From an optimization exercise on the open Yosys and OpenROAD flow, aimed at small area, a short achievable clock period and few clock cycles per item; shortcuts taken in it are not production practice.
At most, simulation tests tie the RTL to the original design; equivalence was not proved.
Power and IR drop assume default switching activity.

==> inputs of job 1300 <==
==> flow/design.v <==
`default_nettype none
package recm_pkg;
  localparam int IMAGE_SIDE   = 64;
  localparam int FRAME_PIXELS = IMAGE_SIDE * IMAGE_SIDE;
  localparam int LAG          = IMAGE_SIDE + 1;
  localparam int ADV_LAST     = FRAME_PIXELS + IMAGE_SIDE;
  localparam int PIX_W        = 8;
  localparam int CORNER_W     = 6;
  localparam int LEN_W        = 7;
  localparam int CFG_IDX_W    = 3;
  localparam int OQ_DEPTH     = 8;
  typedef logic [PIX_W-1:0] pix_t;
endpackage
`default_nettype wire
`default_nettype none
function automatic logic recm_gt(input logic [7:0] a, input logic [7:0] b);
  logic [7:0] g;
  logic [7:0] e;
  logic [3:0] g2;
  logic [3:0] e2;
  logic [1:0] g4;
  logic [1:0] e4;
  g = a & ~b;
  e = ~(a ^ b);
  for (int i = 0; i < 4; i++) begin
    g2[i] = g[2*i+1] | (e[2*i+1] & g[2*i]);
    e2[i] = e[2*i+1] & e[2*i];
  end
  for (int i = 0; i < 2; i++) begin
    g4[i] = g2[2*i+1] | (e2[2*i+1] & g2[2*i]);
    e4[i] = e2[2*i+1] & e2[2*i];
  end
  recm_gt = g4[1] | (e4[1] & g4[0]);
endfunction
module recm_pair (
  input  wire logic [7:0] a,
  input  wire logic [7:0] b,
  output logic [7:0]      lo,
  output logic [7:0]      hi
);
  always_comb begin
    if (recm_gt(a, b)) begin
      lo = b;
      hi = a;
    end else begin
      lo = a;
      hi = b;
    end
  end
endmodule
module recm_col3 (
  input  wire logic [7:0] plo,
  input  wire logic [7:0] phi,
  input  wire logic [7:0] m,
  output logic [7:0]      lo,
  output logic [7:0]      mid,
  output logic [7:0]      hi
);
  logic below;
  logic above;
  assign below = recm_gt(plo, m);
  assign above = recm_gt(m, phi);
  assign lo  = below ? m : plo;
  assign hi  = above ? m : phi;
  assign mid = below ? plo : (above ? phi : m);
endmodule
module recm_med3 (
  input  wire logic [7:0] a,
  input  wire logic [7:0] b,
  input  wire logic [7:0] c,
  output logic [7:0]      y
);
  logic ab;
  logic ac;
  logic bc;
  assign ab = recm_gt(a, b);
  assign ac = recm_gt(a, c);
  assign bc = recm_gt(b, c);
  always_comb begin
    if (ab == ac) begin
      y = (ab == bc) ? b : c;
    end else begin
      y = a;
    end
  end
endmodule
module recm_clamp (
  input  wire logic [7:0] x,
  input  wire logic [7:0] lo,
  input  wire logic [7:0] hi,
  output logic [7:0]      y
);
  assign y = recm_gt(lo, x) ? lo : (recm_gt(x, hi) ? hi : x);
endmodule
module recm_sort3 (
  input  wire logic [7:0] a,
  input  wire logic [7:0] b,
  input  wire logic [7:0] c,
  output logic [7:0]      lo,
  output logic [7:0]      mid,
  output logic [7:0]      hi
);
  logic ab;
  logic ac;
  logic bc;
  assign ab  = recm_gt(a, b);
  assign ac  = recm_gt(a, c);
  assign bc  = recm_gt(b, c);
  assign lo  = (!ab && !ac) ? a : (bc ? c : b);
  assign hi  = (ab && ac) ? a : (bc ? b : c);
  assign mid = (ab == ac) ? ((ab == bc) ? b : c) : a;
endmodule
`default_nettype wire
`default_nettype none
module rect_edge_conditional_median_unit (
  input  wire logic                              clk,
  input  wire logic                              rst,
  input  wire logic                              push,
  input  wire logic                              mode,
  input  wire logic [recm_pkg::PIX_W-1:0]        pixel_in,
  output logic                                   full,
  output logic                                   empty,
  input  wire logic                              pop,
  output logic [recm_pkg::PIX_W-1:0]             pixel_out,
  output logic                                   frame_last,
  input  wire logic                              cfg_write,
  input  wire logic [recm_pkg::CFG_IDX_W-1:0]    cfg_index,
  input  wire logic [recm_pkg::PIX_W-1:0]        cfg_data
);
  localparam int D = recm_pkg::OQ_DEPTH;
  logic [5:0] cfg_left;
  logic [5:0] cfg_top;
  logic [6:0] cfg_width;
  logic [6:0] cfg_height;
  logic [7:0] cfg_mean;
  always_ff @(posedge clk) begin
    if (rst) begin
      cfg_left   <= '0;
      cfg_top    <= '0;
      cfg_width  <= '0;
      cfg_height <= '0;
      cfg_mean   <= '0;
    end else if (cfg_write) begin
      case (cfg_index)
        3'd0: cfg_left   <= cfg_data[5:0];
        3'd1: cfg_top    <= cfg_data[5:0];
        3'd2: cfg_width  <= cfg_data[6:0];
        3'd3: cfg_height <= cfg_data[6:0];
        3'd4: cfg_mean   <= cfg_data;
        default: begin
        end
      endcase
    end
  end
  logic       full_r;
  logic       acc_r;
  logic       mode_r;
  logic [7:0] pix_r;
  always_ff @(posedge clk) begin
    acc_r  <= push && !full_r && !rst;
    mode_r <= mode;
    pix_r  <= pixel_in;
  end
  logic [11:0] cnt;
  logic        hres;
  logic        ffull;
  logic        adv;
  logic        rb;
  logic        q_last;
  assign adv    = acc_r && (mode_r == ffull);
  assign rb     = adv && hres;
  assign q_last = hres && (cnt == 12'hfff);
  always_ff @(posedge clk) begin
    if (rst) begin
      cnt   <= '0;
      hres  <= 1'b0;
      ffull <= 1'b0;
    end else if (adv) begin
      if (!hres && cnt == 12'(recm_pkg::LAG - 1)) begin
        cnt  <= '0;
        hres <= 1'b1;
      end else if (q_last) begin
        cnt   <= '0;
        hres  <= 1'b0;
        ffull <= 1'b0;
      end else begin
        cnt <= cnt + 12'd1;
        if (hres && cnt == 12'(recm_pkg::FRAME_PIXELS - recm_pkg::LAG - 1)) begin
          ffull <= 1'b1;
        end
      end
    end
  end
  logic [7:0] R [1:64];
  always_ff @(posedge clk) begin
    if (adv) begin
      R[1] <= pix_r;
      for (int k = 2; k <= 64; k++) begin
        R[k] <= R[k-1];
      end
    end
  end
  logic [7:0] F [0:62];
  logic [7:0] res;
  logic       p1_v, p2_v, p3_v, p4_v, p5_v;
  always_ff @(posedge clk) begin
    if (p5_v) begin
      F[0] <= res;
      for (int j = 1; j <= 62; j++) begin
        F[j] <= F[j-1];
      end
    end
  end
  logic [2:0] kin;
  logic [7:0] t2;
  always_ff @(posedge clk) begin
    if (rst) begin
      kin <= '0;
    end else begin
      kin <= kin + 3'(rb) - 3'(p5_v);
    end
  end
  always_comb begin
    case (kin)
      3'd0:    t2 = F[62];
      3'd1:    t2 = F[61];
      3'd2:    t2 = F[60];
      3'd3:    t2 = F[59];
      3'd4:    t2 = F[58];
      default: t2 = F[57];
    endcase
  end
  logic [7:0] sl_row;
  logic [7:0] sl_col;
  always_ff @(posedge clk) begin
    sl_row <= 8'(cfg_top) + 8'(cfg_height);
    sl_col <= 8'(cfg_left) + 8'(cfg_width);
  end
  function automatic logic on_edge(input logic [5:0] v, input logic [5:0] s,
                                   input logic [7:0] sl);
    logic [6:0] d;
    logic [8:0] e;
    d = 7'(v) - 7'(s);
    e = 9'(sl) - 9'(v);
    on_edge = (d == 7'd0) || (d == 7'd1) || (e == 9'd1) || (e == 9'd2);
  endfunction
  logic [7:0] p1_t0, p1_t1, p1_t2, p1_m1, p1_m2, p1_b0, p1_b1, p1_b2;
  logic       p1_band;
  logic       p1_last;
  always_ff @(posedge clk) begin
    if (adv) begin
      p1_t2 <= t2;
      p1_t1 <= p1_t2;
      p1_t0 <= p1_t1;
      p1_m2 <= R[64];
      p1_m1 <= p1_m2;
    end
  end
  always_ff @(posedge clk) begin
    p1_b0   <= R[2];
    p1_b1   <= R[1];
    p1_b2   <= pix_r;
    p1_band <= (cnt[11:6] != 6'd0) && (cnt[11:6] != 6'd63) &&
               (cnt[5:0] != 6'd0) && (cnt[5:0] != 6'd63) &&
               (on_edge(cnt[11:6], cfg_top, sl_row) ||
                on_edge(cnt[5:0], cfg_left, sl_col));
    p1_last <= q_last;
  end
  logic [7:0] c0_lo, c0_hi, a1, m1, h1, a2, m2, h2;
  logic [7:0] p2_a0, p2_h0, p2_a1, p2_m1, p2_h1, p2_a2, p2_m2, p2_h2, p2_c;
  logic       p2_filt;
  logic       p2_last;
  recm_pair  u_col0 (.a(p1_t0), .b(p1_b0), .lo(c0_lo), .hi(c0_hi));
  recm_sort3 u_col1 (.a(p1_t1), .b(p1_m1), .c(p1_b1), .lo(a1), .mid(m1), .hi(h1));
  recm_sort3 u_col2 (.a(p1_t2), .b(p1_m2), .c(p1_b2), .lo(a2), .mid(m2), .hi(h2));
  always_ff @(posedge clk) begin
    p2_a0   <= c0_lo;
    p2_h0   <= c0_hi;
    p2_a1   <= a1;
    p2_m1   <= m1;
    p2_h1   <= h1;
    p2_a2   <= a2;
    p2_m2   <= m2;
    p2_h2   <= h2;
    p2_c    <= p1_m1;
    p2_filt <= p1_band && recm_gt(p1_m1, cfg_mean);
    p2_last <= p1_last;
  end
  logic [7:0] s_lo, s_hi, mx_a, mn_h;
  logic [7:0] p3_a0, p3_h0, p3_A, p3_C, p3_s, p3_t;
  logic       p3_last;
  recm_pair u_pm (.a(p2_m1), .b(p2_m2), .lo(s_lo), .hi(s_hi));
  assign mx_a = recm_gt(p2_a1, p2_a2) ? p2_a1 : p2_a2;
  assign mn_h = recm_gt(p2_h2, p2_h1) ? p2_h1 : p2_h2;
  always_ff @(posedge clk) begin
    p3_a0   <= p2_filt ? p2_a0 : p2_c;
    p3_h0   <= p2_filt ? p2_h0 : p2_c;
    p3_A    <= p2_filt ? mx_a  : p2_c;
    p3_C    <= p2_filt ? mn_h  : p2_c;
    p3_s    <= p2_filt ? s_lo  : p2_c;
    p3_t    <= p2_filt ? s_hi  : p2_c;
    p3_last <= p2_last;
  end
  logic [7:0] x1, y1, x2, y2;
  logic [7:0] p4_A, p4_C, p4_x1, p4_y1, p4_x2, p4_y2;
  logic       p4_last;
  recm_clamp u_x1 (.x(p3_a0), .lo(p3_s), .hi(p3_t), .y(x1));
  recm_clamp u_y2 (.x(p3_h0), .lo(p3_s), .hi(p3_t), .y(y2));
  assign y1 = recm_gt(p3_C, p3_h0) ? p3_h0 : p3_C;
  assign x2 = recm_gt(p3_a0, p3_A) ? p3_a0 : p3_A;
  always_ff @(posedge clk) begin
    p4_A    <= p3_A;
    p4_C    <= p3_C;
    p4_x1   <= x1;
    p4_y1   <= y1;
    p4_x2   <= x2;
    p4_y2   <= y2;
    p4_last <= p3_last;
  end
  logic [7:0] a4, a5;
  logic [7:0] p5_lo, p5_hi;
  logic       p5_last;
  recm_med3 u_a4 (.a(p4_A), .b(p4_x1), .c(p4_y1), .y(a4));
  recm_med3 u_a5 (.a(p4_x2), .b(p4_y2), .c(p4_C), .y(a5));
  always_ff @(posedge clk) begin
    p5_lo   <= a4;
    p5_hi   <= a5;
    p5_last <= p4_last;
  end
  recm_clamp u_res (.x(F[0]), .lo(p5_lo), .hi(p5_hi), .y(res));
  always_ff @(posedge clk) begin
    if (rst) begin
      p1_v <= 1'b0;
      p2_v <= 1'b0;
      p3_v <= 1'b0;
      p4_v <= 1'b0;
      p5_v <= 1'b0;
    end else begin
      p1_v <= rb;
      p2_v <= p1_v;
      p3_v <= p2_v;
      p4_v <= p3_v;
      p5_v <= p4_v;
    end
  end
  logic [3:0]  pend;
  logic        empty_r;
  logic [7:0]  out_pix;
  logic        out_last;
  logic        load;
  logic [7:0]  oldest;
  logic        mk_v;
  logic [3:0]  mk_idx;
  logic        mk_hit;
  assign load   = (pend != 4'd0) && (empty_r || pop);
  assign mk_hit = mk_v && (mk_idx == pend - 4'd1);
  always_comb begin
    case (pend)
      4'd1:    oldest = F[0];
      4'd2:    oldest = F[1];
      4'd3:    oldest = F[2];
      4'd4:    oldest = F[3];
      4'd5:    oldest = F[4];
      4'd6:    oldest = F[5];
      4'd7:    oldest = F[6];
      default: oldest = F[7];
    endcase
  end
  always_ff @(posedge clk) begin
    if (rst) begin
      pend    <= '0;
      empty_r <= 1'b1;
      mk_v    <= 1'b0;
      mk_idx  <= '0;
    end else begin
      pend    <= pend + 4'(p5_v) - 4'(load);
      empty_r <= !load && (empty_r || pop);
      if (p5_v) begin
        mk_idx <= p5_last ? 4'd0 : mk_idx + 4'd1;
      end
      if (p5_v && p5_last) begin
        mk_v <= 1'b1;
      end else if (load && mk_hit) begin
        mk_v <= 1'b0;
      end
    end
  end
  always_ff @(posedge clk) begin
    if (load) begin
      out_pix  <= oldest;
      out_last <= mk_hit;
    end
  end
  assign empty      = empty_r;
  assign pixel_out  = out_pix;
  assign frame_last = out_last;
  logic [3:0] owed;
  logic [3:0] owed_base;
  logic [3:0] owed_up;
  logic [3:0] owed_dn;
  logic       take;
  logic       give;
  assign owed_base = owed - 4'(acc_r && !rb);
  assign owed_up   = owed_base + 4'd1;
  assign owed_dn   = owed_base - 4'd1;
  assign take      = push && !full_r;
  assign give      = pop && !empty_r;
  always_ff @(posedge clk) begin
    if (rst) begin
      owed   <= '0;
      full_r <= 1'b0;
    end else begin
      case ({take, give})
        2'b10: begin
          owed   <= owed_up;
          full_r <= (owed_up >= 4'(D + 1));
        end
        2'b01: begin
          owed   <= owed_dn;
          full_r <= (owed_dn >= 4'(D + 1));
        end
        default: begin
          owed   <= owed_base;
          full_r <= (owed_base >= 4'(D + 1));
        end
      endcase
    end
  end
  assign full = full_r;
endmodule
`default_nettype wire
==> flow/run.sh <==
#!/bin/bash
# synth_recipe.tcl (not shown) runs the flow's synth.tcl, then flattens the netlist and writes it again
# the make line also repeats each setting of config.mk as NAME=value (left out here)
make -C /OpenROAD-flow-scripts/flow DESIGN_CONFIG=/design/flow/config.mk WORK_HOME=/design/flow/orfs CLKGATE_MAP_FILE= SYNTH_SCRIPT=/design/flow/synth_recipe.tcl finish
==> flow/config.mk <==
export PLATFORM = sky130hd
export DESIGN_NAME = rect_edge_conditional_median_unit
export DESIGN_NICKNAME = rect_edge_conditional_median_unit
export VERILOG_FILES = /design/flow/design.v
export SDC_FILE = /design/flow/constraint.sdc
export NUM_CORES = 4
export LEC_CHECK = 0
export CAP_MARGIN = 20
export CORE_MARGIN = 2
export CORE_UTILIZATION = 40
export CTS_BUF_LIST = sky130_fd_sc_hd__clkbuf_8
export CTS_CLUSTER_DIAMETER = 80
export CTS_CLUSTER_SIZE = 18
export SETUP_SLACK_MARGIN = 2.0
export SLEW_MARGIN = 20
==> flow/constraint.sdc <==
create_clock -name core_clock -period 4.5 [get_ports {clk}]
set_input_delay 0.9000 -clock core_clock [delete_from_list [all_inputs] [get_ports {clk}]]
set_output_delay 0.9000 -clock core_clock [all_outputs]
set_load 0.01 [all_outputs]
==> job 1391: changes against job 1300 <==
--- a/flow/design.v
+++ b/flow/design.v
@@ -246,3 +246,4 @@
   endfunction
-  logic [7:0] p1_t0, p1_t1, p1_t2, p1_m1, p1_m2, p1_b0, p1_b1, p1_b2;
+  logic [7:0] p1_t0, p1_t1, p1_t2, p1_m1, p1_m2;
+  logic       p1_adv;
   logic       p1_band;
@@ -259,5 +260,9 @@
   always_ff @(posedge clk) begin
-    p1_b0   <= R[2];
-    p1_b1   <= R[1];
-    p1_b2   <= pix_r;
+    if (rst) begin
+      p1_adv <= 1'b0;
+    end else begin
+      p1_adv <= adv;
+    end
+  end
+  always_ff @(posedge clk) begin
     p1_band <= (cnt[11:6] != 6'd0) && (cnt[11:6] != 6'd63) &&
@@ -268,3 +273,3 @@
   end
-  logic [7:0] c0_lo, c0_hi, a1, m1, h1, a2, m2, h2;
+  logic [7:0] c0_lo, c0_hi, a2, m2, h2;
   logic [7:0] p2_a0, p2_h0, p2_a1, p2_m1, p2_h1, p2_a2, p2_m2, p2_h2, p2_c;
@@ -272,5 +277,14 @@
   logic       p2_last;
-  recm_pair  u_col0 (.a(p1_t0), .b(p1_b0), .lo(c0_lo), .hi(c0_hi));
-  recm_sort3 u_col1 (.a(p1_t1), .b(p1_m1), .c(p1_b1), .lo(a1), .mid(m1), .hi(h1));
-  recm_sort3 u_col2 (.a(p1_t2), .b(p1_m2), .c(p1_b2), .lo(a2), .mid(m2), .hi(h2));
+  recm_pair  u_col0 (.a(p1_t0), .b(R[3]), .lo(c0_lo), .hi(c0_hi));
+  recm_sort3 u_col2 (.a(p1_t2), .b(p1_m2), .c(R[1]), .lo(a2), .mid(m2), .hi(h2));
+  always_ff @(posedge clk) begin
+    if (p1_adv) begin
+      p2_a2 <= a2;
+      p2_m2 <= m2;
+      p2_h2 <= h2;
+      p2_a1 <= p2_a2;
+      p2_m1 <= p2_m2;
+      p2_h1 <= p2_h2;
+    end
+  end
   always_ff @(posedge clk) begin
@@ -278,8 +292,2 @@
     p2_h0   <= c0_hi;
-    p2_a1   <= a1;
-    p2_m1   <= m1;
-    p2_h1   <= h1;
-    p2_a2   <= a2;
-    p2_m2   <= m2;
-    p2_h2   <= h2;
     p2_c    <= p1_m1;
@@ -396,32 +404,26 @@
   assign frame_last = out_last;
-  logic [3:0] owed;
-  logic [3:0] owed_base;
-  logic [3:0] owed_up;
-  logic [3:0] owed_dn;
-  logic       take;
-  logic       give;
-  assign owed_base = owed - 4'(acc_r && !rb);
-  assign owed_up   = owed_base + 4'd1;
-  assign owed_dn   = owed_base - 4'd1;
-  assign take      = push && !full_r;
-  assign give      = pop && !empty_r;
+  logic [D+3:0] ow;
+  logic [D+3:0] ow_next;
+  logic         take;
+  logic         give;
+  logic         nores;
+  assign take  = push && !full_r;
+  assign give  = pop && !empty_r;
+  assign nores = acc_r && !rb;
+  always_comb begin
+    ow_next = ow;
+    case ({take, give, nores})
+      3'b100:                 ow_next = {ow[D+2:0], 1'b1};
+      3'b000, 3'b110, 3'b101: ow_next = ow;
+      3'b010, 3'b001, 3'b111: ow_next = {1'b0, ow[D+3:1]};
+      default:                ow_next = {2'b00, ow[D+3:2]};
+    endcase
+  end
   always_ff @(posedge clk) begin
     if (rst) begin
-      owed   <= '0;
+      ow     <= {{(D+3){1'b0}}, 1'b1};
       full_r <= 1'b0;
     end else begin
-      case ({take, give})
-        2'b10: begin
-          owed   <= owed_up;
-          full_r <= (owed_up >= 4'(D + 1));
-        end
-        2'b01: begin
-          owed   <= owed_dn;
-          full_r <= (owed_dn >= 4'(D + 1));
-        end
-        default: begin
-          owed   <= owed_base;
-          full_r <= (owed_base >= 4'(D + 1));
-        end
-      endcase
+      ow     <= ow_next;
+      full_r <= ow_next[D+1];
     end
--- a/flow/config.mk
+++ b/flow/config.mk
@@ -9,6 +9,6 @@
 export CORE_MARGIN = 2
-export CORE_UTILIZATION = 40
-export CTS_BUF_LIST = sky130_fd_sc_hd__clkbuf_8
-export CTS_CLUSTER_DIAMETER = 80
-export CTS_CLUSTER_SIZE = 18
+export CORE_UTILIZATION = 60
+export CTS_BUF_LIST = sky130_fd_sc_hd__clkbuf_16
+export CTS_CLUSTER_DIAMETER = 100
+export CTS_CLUSTER_SIZE = 30
 export SETUP_SLACK_MARGIN = 2.0
==> comparison <==
Job 1300 finished with timing, DRC and antenna clean. Job 1391 went through all stages and came out clean. Between job 1391 and job 1300, the lower global-route usage is in job 1300 (gap 5.4 points). Die area: job 1300 is larger than job 1391 (51%). Between job 1391 and job 1300, the lower fmax is in job 1391 (gap 1.9%, measured against job 1300). Against job 1300, the wire length of job 1391 is lower by 4.8%. Against job 1391, the flip-flop and latch count of job 1300 is higher by 16. Between job 1391 and job 1300, the lower count of clock-buffer cells in the layout is in job 1391 (gap 37). Between job 1300 and job 1391, the lower hold slack is in job 1300 (gap 0.039 ns). Of job 1391 and job 1300, job 1300 has the higher first-iteration DRC count (gap 7.4%, measured against job 1300). Between job 1300 and job 1391, the lower sequential share of layout area is in job 1300 (gap 2.2 points). Of job 1391 and job 1300, job 1300 has the higher combinational power (gap 39%, measured against job 1300).
==> figures <==
metric	job 1300	job 1391
Setup slack, reg-to-reg	2.07 ns	2.02 ns
Worst setup slack after layout	2.07 ns	2.02 ns
Max Freq	0.412 GHz	0.404 GHz
Layout filler cell count	10900	5470
Met1 demand-to-capacity share in global routing	19.3%	28.5%
Max stage delay cell, worst path	sky130_fd_sc_hd__mux2i_1	sky130_fd_sc_hd__edfxtp_1
Final hold slack	0.301 ns	0.340 ns
Result of the run	finished clean	finished clean
Total cell area at the placement stage	51900 um^2	50500 um^2
Combined buffer and inverter count along the critical path	1	3
Area used by multi-input combinational logic	10600 um^2	9850 um^2
Critical path destination	p3_A[0]	p2_m2[7]
Global-route wire length before repair	126 mm	119 mm
Routed met3 length	3.29 mm	2.83 mm
Final critical-path required period	2.43 ns	2.48 ns
Logic power comb	0.00289 W	0.00177 W
Largest stage delay on the critical path	0.43 ns	0.63 ns
Post-synthesis simple-gate area fraction	4.28%	3.92%
Multiplexer share of the synthesized area	4.10%	3.86%
Tap cells	1637	1060
Clock buffers	91	54
Share of the synthesized area in the top cell type	64.6%	68.4%
Testbench counts of job 1300, summed over its fixed seeds: cycles 33,320, items 32,768.
Only the layout flow was run in job 1391; the RTL was not checked for function there.

==> static timing again, ports no longer ideal <==
How much do the figures lean on ideal ports? The routed layouts below were timed once more, with nothing changed but the port constraints.
Step 1, drivers: a clkbuf_16 drives clk and a buf_2 each remaining input, both assumed.
Step 2 times the ports against the registers' clock, not the clock port: input delays grow and output delays shrink by t, the midpoint of the rising clock arrivals with the driver on.
Slacks: ideal / step 1 / step 2; pairs: ideal / step 1.
| run | t (ns) | setup slack, ns | hold WS [ns] | latest minus earliest clock arrival (ns) | worst register clock-pin slew, ns |
|---|---|---|---|---|---|
| job 1300 | 0.831 | 2.070 / 2.065 / 1.647 | 0.301 / 0.301 / 0.301 | 0.062 / 0.062 | 0.12 / 0.12 |
| job 1391 | 0.695 | 2.023 / 2.007 / 1.421 | 0.340 / 0.340 / 0.340 | 0.037 / 0.038 | 0.12 / 0.12 |
After both steps every run listed still meets setup and hold. For job 1391, which loses most, drivers alone change the setup slack by -0.016 ns; drivers and shift together by -0.602 ns.
